Background: an optimization exercise with open tools, aiming at small area and a short achievable clock period. Do not read the settings as production practice.
RTL that was checked went through simulation tests only; none was proved equivalent to the original.

==> flow/design.v <==
package md_unit_pkg;
  localparam logic [2:0] MD_MULT  = 3'd0;
  localparam logic [2:0] MD_MULTU = 3'd1;
  localparam logic [2:0] MD_DIV   = 3'd2;
  localparam logic [2:0] MD_DIVU  = 3'd3;
  localparam logic [2:0] MD_MTHI  = 3'd4;
  localparam logic [2:0] MD_MTLO  = 3'd5;
endpackage
import md_unit_pkg::*;
module md_unit (
  input  logic        clk,
  input  logic        reset,
  input  logic        start,
  input  logic [2:0]  md_op,
  input  logic        we_hilo,
  input  logic [31:0] a,
  input  logic [31:0] b,
  output logic        busy,
  output logic [31:0] hi,
  output logic [31:0] lo
);
  logic        busy_q;
  logic        busy_o_q;   
  logic [3:0]  cnt_q;
  logic        div_q, sgn_q, negq_q, negr_q, bh_q;
  logic [31:0] m_q;      
  logic [32:0] acc_q;    
  logic [31:0] p_q;      
  logic [31:0] hi_q, lo_q;
  wire first    = (cnt_q == 4'd0);
  wire mul_last = (cnt_q == 4'd4);
  wire div_last = (cnt_q == 4'd9);
  wire div_fix  = div_q & div_last;    
  function automatic logic [35:0] add35(input logic [34:0] x, input logic [34:0] y, input logic ci);
    logic [34:0] gb, pb, s;
    logic [9:0] g, p;
    logic c, gg, pp;
    for (int i = 0; i < 35; i++) begin gb[i] = x[i] & y[i]; pb[i] = x[i] ^ y[i]; end
    g[0] = ci; p[0] = 1'b0;
    for (int k = 0; k < 9; k++) begin
      gg = 1'b0; pp = 1'b1;
      for (int i = k*4; i < k*4+4 && i < 35; i++) begin gg = gb[i] | (pb[i] & gg); pp = pp & pb[i]; end
      g[k+1] = gg; p[k+1] = pp;
    end
    for (int l = 0; l < 4; l++)
      for (int i = (1 << (l+1)) - 1; i <= 9; i += (1 << (l+1))) begin
        g[i] = g[i] | (p[i] & g[i - (1 << l)]);
        p[i] = p[i] & p[i - (1 << l)];
      end
    for (int l = 2; l >= 0; l--)
      for (int i = 3 * (1 << l) - 1; i <= 9; i += (1 << (l+1))) begin
        g[i] = g[i] | (p[i] & g[i - (1 << l)]);
        p[i] = p[i] & p[i - (1 << l)];
      end
    for (int k = 0; k < 9; k++) begin
      c = g[k];
      for (int i = k*4; i < k*4+4 && i < 35; i++) begin s[i] = pb[i] ^ c; c = gb[i] | (pb[i] & c); end
    end
    add35 = {g[9], s};
  endfunction
  wire        msx  = sgn_q & m_q[31];
  wire        dneg = msx;                               
  wire [35:0] mx   = {msx, msx, msx, m_q, 1'b0};        
  wire [8:0]  mb   = mul_last ? {{8{sgn_q & bh_q}}, bh_q} : {p_q[7:0], bh_q};
  logic [34:0] xs [0:3];
  logic [34:0] ss [0:3];
  logic        sub [0:3];    
  assign xs[0]  = (div_q & !div_last) ? {acc_q[32], acc_q, p_q[31]} : {{2{acc_q[32]}}, acc_q};
  assign sub[0] = !acc_q[32];
  for (genvar i = 0; i < 4; i++) begin : g_st
    wire bm1 = mb[2*i];
    wire b0  = mb[2*i+1];
    wire b1  = mb[2*i+2];
    logic one, two, neg;
    if (i == 0) begin : g_sel0
      assign one = div_fix ? acc_q[32] : (div_q | (b0 ^ bm1));
      assign two = !div_q & ((b1 & !b0 & !bm1) | (!b1 & b0 & bm1));
      assign neg = div_fix ? (acc_q[32] & dneg) : div_q ? (sub[0] ^ dneg) : b1;
    end else begin : g_sel
      assign one = div_q | (b0 ^ bm1);
      assign two = !div_q & ((b1 & !b0 & !bm1) | (!b1 & b0 & bm1));
      assign neg = div_q ? (sub[i] ^ dneg) : b1;
    end
    wire [34:0] pp;
    for (genvar j = 0; j < 35; j++) begin : g_pp
      assign pp[j] = ((one & mx[j+1]) | (two & mx[j])) ^ neg;
    end
    wire [35:0] sm = add35(xs[i], pp, neg);
    assign ss[i] = sm[34:0];
    if (i < 3) begin : g_nx
      assign sub[i+1] = !ss[i][34];
      assign xs[i+1]  = div_q ? {ss[i][32], ss[i][32:0], p_q[30-i]} : {{2{ss[i][34]}}, ss[i][34:2]};
    end
  end
  function automatic logic [31:0] cneg(input logic [31:0] v, input logic en);
    logic [31:0] o;
    logic        any;
    any = 1'b0;
    for (int k = 0; k < 32; k++) begin
      o[k] = v[k] ^ (en & any);
      any  = any | v[k];
    end
    cneg = o;
  endfunction
  wire [31:0] n1 = cneg(p_q, first ? (sgn_q & p_q[31]) : (div_q & negq_q));
  wire [31:0] n2 = cneg(ss[0][31:0], div_q & negr_q);
  wire op_end = busy_q && (div_q ? div_last : mul_last);
  wire res_wr = op_end && (!div_q || m_q != 32'd0);
  wire        wr_mt = !(busy_q | start | !we_hilo | !md_op[2] | md_op[1]);
  wire        wr_hi = wr_mt & !md_op[0];
  wire        wr_lo = wr_mt &  md_op[0];
  wire [31:0] hi_e  = res_wr ? n2 : hi_q;
  wire [31:0] lo_e  = res_wr ? n1 : lo_q;
  always_ff @(posedge clk or negedge reset) begin
    if (!reset) begin
      busy_q   <= 1'b0;
      busy_o_q <= 1'b0;
      hi_q     <= '0;
      lo_q     <= '0;
    end else begin
      if (!busy_q && start && !md_op[2]) busy_q <= 1'b1;
      else if (op_end) busy_q <= 1'b0;
      busy_o_q <= busy_q ? !op_end : (start && !md_op[2]);
      hi_q <= wr_hi ? a : hi_e;
      lo_q <= wr_lo ? a : lo_e;
    end
  end
  always_ff @(posedge clk) begin
    if (!busy_q) begin
      cnt_q <= '0;
      div_q <= md_op[1];
      sgn_q <= !md_op[0];
      bh_q  <= 1'b0;
      m_q   <= b;
      p_q   <= a;
      acc_q <= '0;
    end else begin
      cnt_q <= cnt_q + 4'd1;
      if (!div_q) begin
        acc_q <= ss[3][34:2];
        p_q   <= {ss[3][1:0], ss[2][1:0], ss[1][1:0], ss[0][1:0], p_q[31:8]};
        bh_q  <= p_q[7];
      end else if (first) begin
        p_q    <= n1;
        negq_q <= sgn_q & (p_q[31] ^ m_q[31]);
        negr_q <= sgn_q & p_q[31];
      end else begin
        acc_q <= ss[3][32:0];
        p_q   <= {p_q[27:0], !ss[0][34], !ss[1][34], !ss[2][34], !ss[3][34]};
      end
    end
  end
  assign busy = busy_o_q;
  assign hi   = hi_q;
  assign lo   = lo_q;
endmodule
Settings: LEC_CHECK=0, CAP_MARGIN=20, CORE_MARGIN=2, CORE_UTILIZATION=65, PLACE_DENSITY=0.75, SLEW_MARGIN=20; clock period 100.0 ns.
standard.sh (not shown) runs the stock make flow with config.mk's settings and CLKGATE_MAP_FILE= SYNTH_SCRIPT=/design/flow/synth_recipe.tcl, a recipe that flattens the netlist after the stock synthesis.
==> flow/flow/run.sh <==
#!/bin/bash
set -o pipefail
cp standard.sh out/standard.sh.txt 2>/dev/null
export BUFFER_PORTS_ARGS="-buffer_cell sky130_fd_sc_hd__buf_2"
bash standard.sh > standard.log 2>&1
The starting point completed without violations.
Then changed:
--- a/flow/design.v
+++ b/flow/design.v
@@ -103,29 +103,26 @@
     cneg = o;
   endfunction
   wire [31:0] n1 = cneg(p_q, first ? (sgn_q & p_q[31]) : (div_q & negq_q));
   wire [31:0] n2 = cneg(ss[0][31:0], div_q & negr_q);
   wire op_end = busy_q && (div_q ? div_last : mul_last);
   wire res_wr = op_end && (!div_q || m_q != 32'd0);
-  wire        wr_mt = !(busy_q | start | !we_hilo | !md_op[2] | md_op[1]);
-  wire        wr_hi = wr_mt & !md_op[0];
-  wire        wr_lo = wr_mt &  md_op[0];
-  wire [31:0] hi_e  = res_wr ? n2 : hi_q;
-  wire [31:0] lo_e  = res_wr ? n1 : lo_q;
   always_ff @(posedge clk or negedge reset) begin
     if (!reset) begin
       busy_q   <= 1'b0;
       busy_o_q <= 1'b0;
       hi_q     <= '0;
       lo_q     <= '0;
     end else begin
       if (!busy_q && start && !md_op[2]) busy_q <= 1'b1;
       else if (op_end) busy_q <= 1'b0;
       busy_o_q <= busy_q ? !op_end : (start && !md_op[2]);
-      hi_q <= wr_hi ? a : hi_e;
-      lo_q <= wr_lo ? a : lo_e;
+      if (!busy_q && !start && we_hilo && md_op == MD_MTHI) hi_q <= a;
+      else if (res_wr) hi_q <= n2;
+      if (!busy_q && !start && we_hilo && md_op == MD_MTLO) lo_q <= a;
+      else if (res_wr) lo_q <= n1;
     end
   end
   always_ff @(posedge clk) begin
     if (!busy_q) begin
       cnt_q <= '0;
       div_q <= md_op[1];
Outcome: The changed run passed the timing, DRC and antenna checks. Via count climbs by 0.41%. Fmax drops by 1.9%. Worst setup slack is worse by 420 ps. Worst hold slack is worse by 26 ps. Final area is about the same. Wire length climbs by 1.1%. Count of clock-buffer cells in the layout does not change. Die area is about the same. Critical path depth climbs by 1. Register-to-register slack is worse by 260 ps. Non-clock buffer count climbs by 3. Sequential share of layout area is about the same. Cell count barely changes.

Setup of rev 12:
Starts from the design.v that is shown in full above.
Settings: LEC_CHECK=0, CAP_MARGIN=20, CORE_MARGIN=2, CORE_UTILIZATION=65, PLACE_DENSITY=0.75, SLEW_MARGIN=20; clock period 100.0 ns.
==> flow/flow/run.sh <==
#!/bin/bash
set -o pipefail
export BUFFER_PORTS_ARGS="-buffer_cell sky130_fd_sc_hd__buf_2"
export CTS_ARGS="-sink_clustering_enable -repair_clock_nets -root_buf sky130_fd_sc_hd__clkbuf_16 -buf_list sky130_fd_sc_hd__clkbuf_8 -dont_use_dummy_load"
bash standard.sh > standard.log 2>&1
The following lists how rev 13 was set up differently from rev 12:
-- flow/design.v --
<<< rev 12, line 23
  logic        busy_o_q;   
  logic [3:0]  cnt_q;
  logic        div_q, sgn_q, negq_q, negr_q, bh_q;
  logic [31:0] m_q;      
  logic [32:0] acc_q;    
  logic [31:0] p_q;      
  logic [31:0] hi_q, lo_q;
  wire first    = (cnt_q == 4'd0);
  wire mul_last = (cnt_q == 4'd4);
  wire div_last = (cnt_q == 4'd9);
  wire div_fix  = div_q & div_last;    
  function automatic logic [35:0] add35(input logic [34:0] x, input logic [34:0] y, input logic ci);
    logic [34:0] gb, pb, s;
>>> rev 13, line 23
  logic        busy_o_q;   
  logic [3:0]  cnt_q;
  logic        div_q, sgn_q, negr_q, bh_q;
  logic [31:0] m_q;      
  logic [32:0] acc_q;    
  logic [31:0] p_q;      
  logic [31:0] hi_q, lo_q;
  logic first_q;    
  logic last_q;     
  wire  div_fix = div_q & last_q;    
  function automatic logic [35:0] add35(input logic [34:0] x, input logic [34:0] y, input logic ci);
    logic [34:0] gb, pb, s;
<<< rev 12, line 62
  wire        dneg = msx;                               
  wire [35:0] mx   = {msx, msx, msx, m_q, 1'b0};        
  wire [8:0]  mb   = mul_last ? {{8{sgn_q & bh_q}}, bh_q} : {p_q[7:0], bh_q};
  logic [34:0] xs [0:3];
  logic [34:0] ss [0:3];
  logic        sub [0:3];    
  assign xs[0]  = (div_q & !div_last) ? {acc_q[32], acc_q, p_q[31]} : {{2{acc_q[32]}}, acc_q};
  assign sub[0] = !acc_q[32];
  for (genvar i = 0; i < 4; i++) begin : g_st
>>> rev 13, line 61
  wire        dneg = msx;                               
  wire [35:0] mx   = {msx, msx, msx, m_q, 1'b0};        
  wire [8:0]  mb   = last_q ? {{8{sgn_q & bh_q}}, bh_q} : {p_q[7:0], bh_q};
  logic [34:0] xs [0:3];
  logic [34:0] ss [0:3];
  logic        sub [0:3];    
  assign xs[0]  = (div_q & !last_q) ? {acc_q[32], acc_q, p_q[31]} : {{2{acc_q[32]}}, acc_q};
  assign sub[0] = !acc_q[32];
  for (genvar i = 0; i < 4; i++) begin : g_st
<<< rev 12, line 103
    cneg = o;
  endfunction
  wire [31:0] n1 = cneg(p_q, first ? (sgn_q & p_q[31]) : (div_q & negq_q));
  wire [31:0] n2 = cneg(ss[0][31:0], div_q & negr_q);
  wire op_end = busy_q && (div_q ? div_last : mul_last);
  wire res_wr = op_end && (!div_q || m_q != 32'd0);
  wire        wr_mt = !(busy_q | start | !we_hilo | !md_op[2] | md_op[1]);
>>> rev 13, line 102
    cneg = o;
  endfunction
  wire        negq = negr_q ^ msx;    
  wire [31:0] n1 = cneg(p_q, first_q ? (sgn_q & p_q[31]) : (div_q & negq));
  wire [31:0] n2 = cneg(ss[0][31:0], div_q & negr_q);
  wire op_end = busy_q && last_q;
  wire res_wr = op_end && (!div_q || m_q != 32'd0);
  wire        wr_mt = !(busy_q | start | !we_hilo | !md_op[2] | md_op[1]);
<<< rev 12, line 127
  end
  always_ff @(posedge clk) begin
    if (!busy_q) begin
      cnt_q <= '0;
>>> rev 13, line 127
  end
  always_ff @(posedge clk) begin
    first_q <= !busy_q;
    last_q  <= busy_q && (cnt_q == (div_q ? 4'd8 : 4'd3));
    if (!busy_q) begin
      cnt_q <= '0;
<<< rev 12, line 141
        p_q   <= {ss[3][1:0], ss[2][1:0], ss[1][1:0], ss[0][1:0], p_q[31:8]};
        bh_q  <= p_q[7];
      end else if (first) begin
        p_q    <= n1;
        negq_q <= sgn_q & (p_q[31] ^ m_q[31]);
        negr_q <= sgn_q & p_q[31];
      end else begin
>>> rev 13, line 143
        p_q   <= {ss[3][1:0], ss[2][1:0], ss[1][1:0], ss[0][1:0], p_q[31:8]};
        bh_q  <= p_q[7];
      end else if (first_q) begin
        p_q    <= n1;
        negr_q <= sgn_q & p_q[31];
      end else begin
Results
- Status: clock slew seen by the registers of the worst setup and hold paths parity (rev 12, rev 13)
- Summary of rev 13 over rev 12: overall global routing resource usage went down by 1.9 points; xor-xnor portion of the synthesized cell area has remained practically unchanged; critical path depth went up by 2.
- Number of flops mapped to enable cells by yosys: rev 13 vs rev 12 down 2.7%
- In the flow results for rev 13 and rev 12, the clock latency at the later pin of the worst-skew pair is smaller on rev 12.
- Rev 13 did not stop at any stage, and its layout met the timing, DRC and antenna checks.
- Summary of rev 13 over rev 12: gate count after technology mapping decreased by 71 relative to the old numbers; number of nets in the synthesized netlist has decreased.
- Final routed wirelength across all metal layers: rev 13 vs rev 12 down about 5.5%
- Going from rev 12 to rev 13, share of the yosys chip area belonging to registers grows by 0.23 points.
- More vias were needed by rev 12 than by rev 13.
No functional check of the RTL was part of rev 13.

==> port drivers added, routing unchanged <==
The results above use ideal ports. As a check the final layouts listed here were re-extracted and re-timed, cells and wires unchanged. Step 1: set_driving_cell puts a clkbuf_16 on clk and a buf_2 on each other input, an assumption about the parent block. Step 2 adds t to the input delays and takes it off the output delays; t is the mean of the earliest and latest rising clock arrival at the registers after step 1. Input paths then give back, and output paths get back, about the clock's delay inside the block. Three values: ideal ports, drivers, drivers and shift; two values: the first two.
run	shift t [ns]	slack for setup (ns)	worst register clock-pin slew, ns	worst slew at a driven data input, ns	pins driven straight from the clock port
the first run of note 1	0.505	78.822 / 78.855 / 78.350	0.09 / 0.09	0.04	1
the second run of note 1	0.512	78.405 / 78.438 / 77.925	0.08 / 0.08	0.04	1
rev 12	0.444	78.775 / 78.806 / 78.362	0.10 / 0.10	0.04	1
rev 13	0.468	78.444 / 78.478 / 78.010	0.11 / 0.11	0.04	1
After both steps every run listed still meets setup and hold. The setup slack of the second run of note 1, which loses most, moves by +0.033 ns with the drivers and by -0.480 ns with both steps.
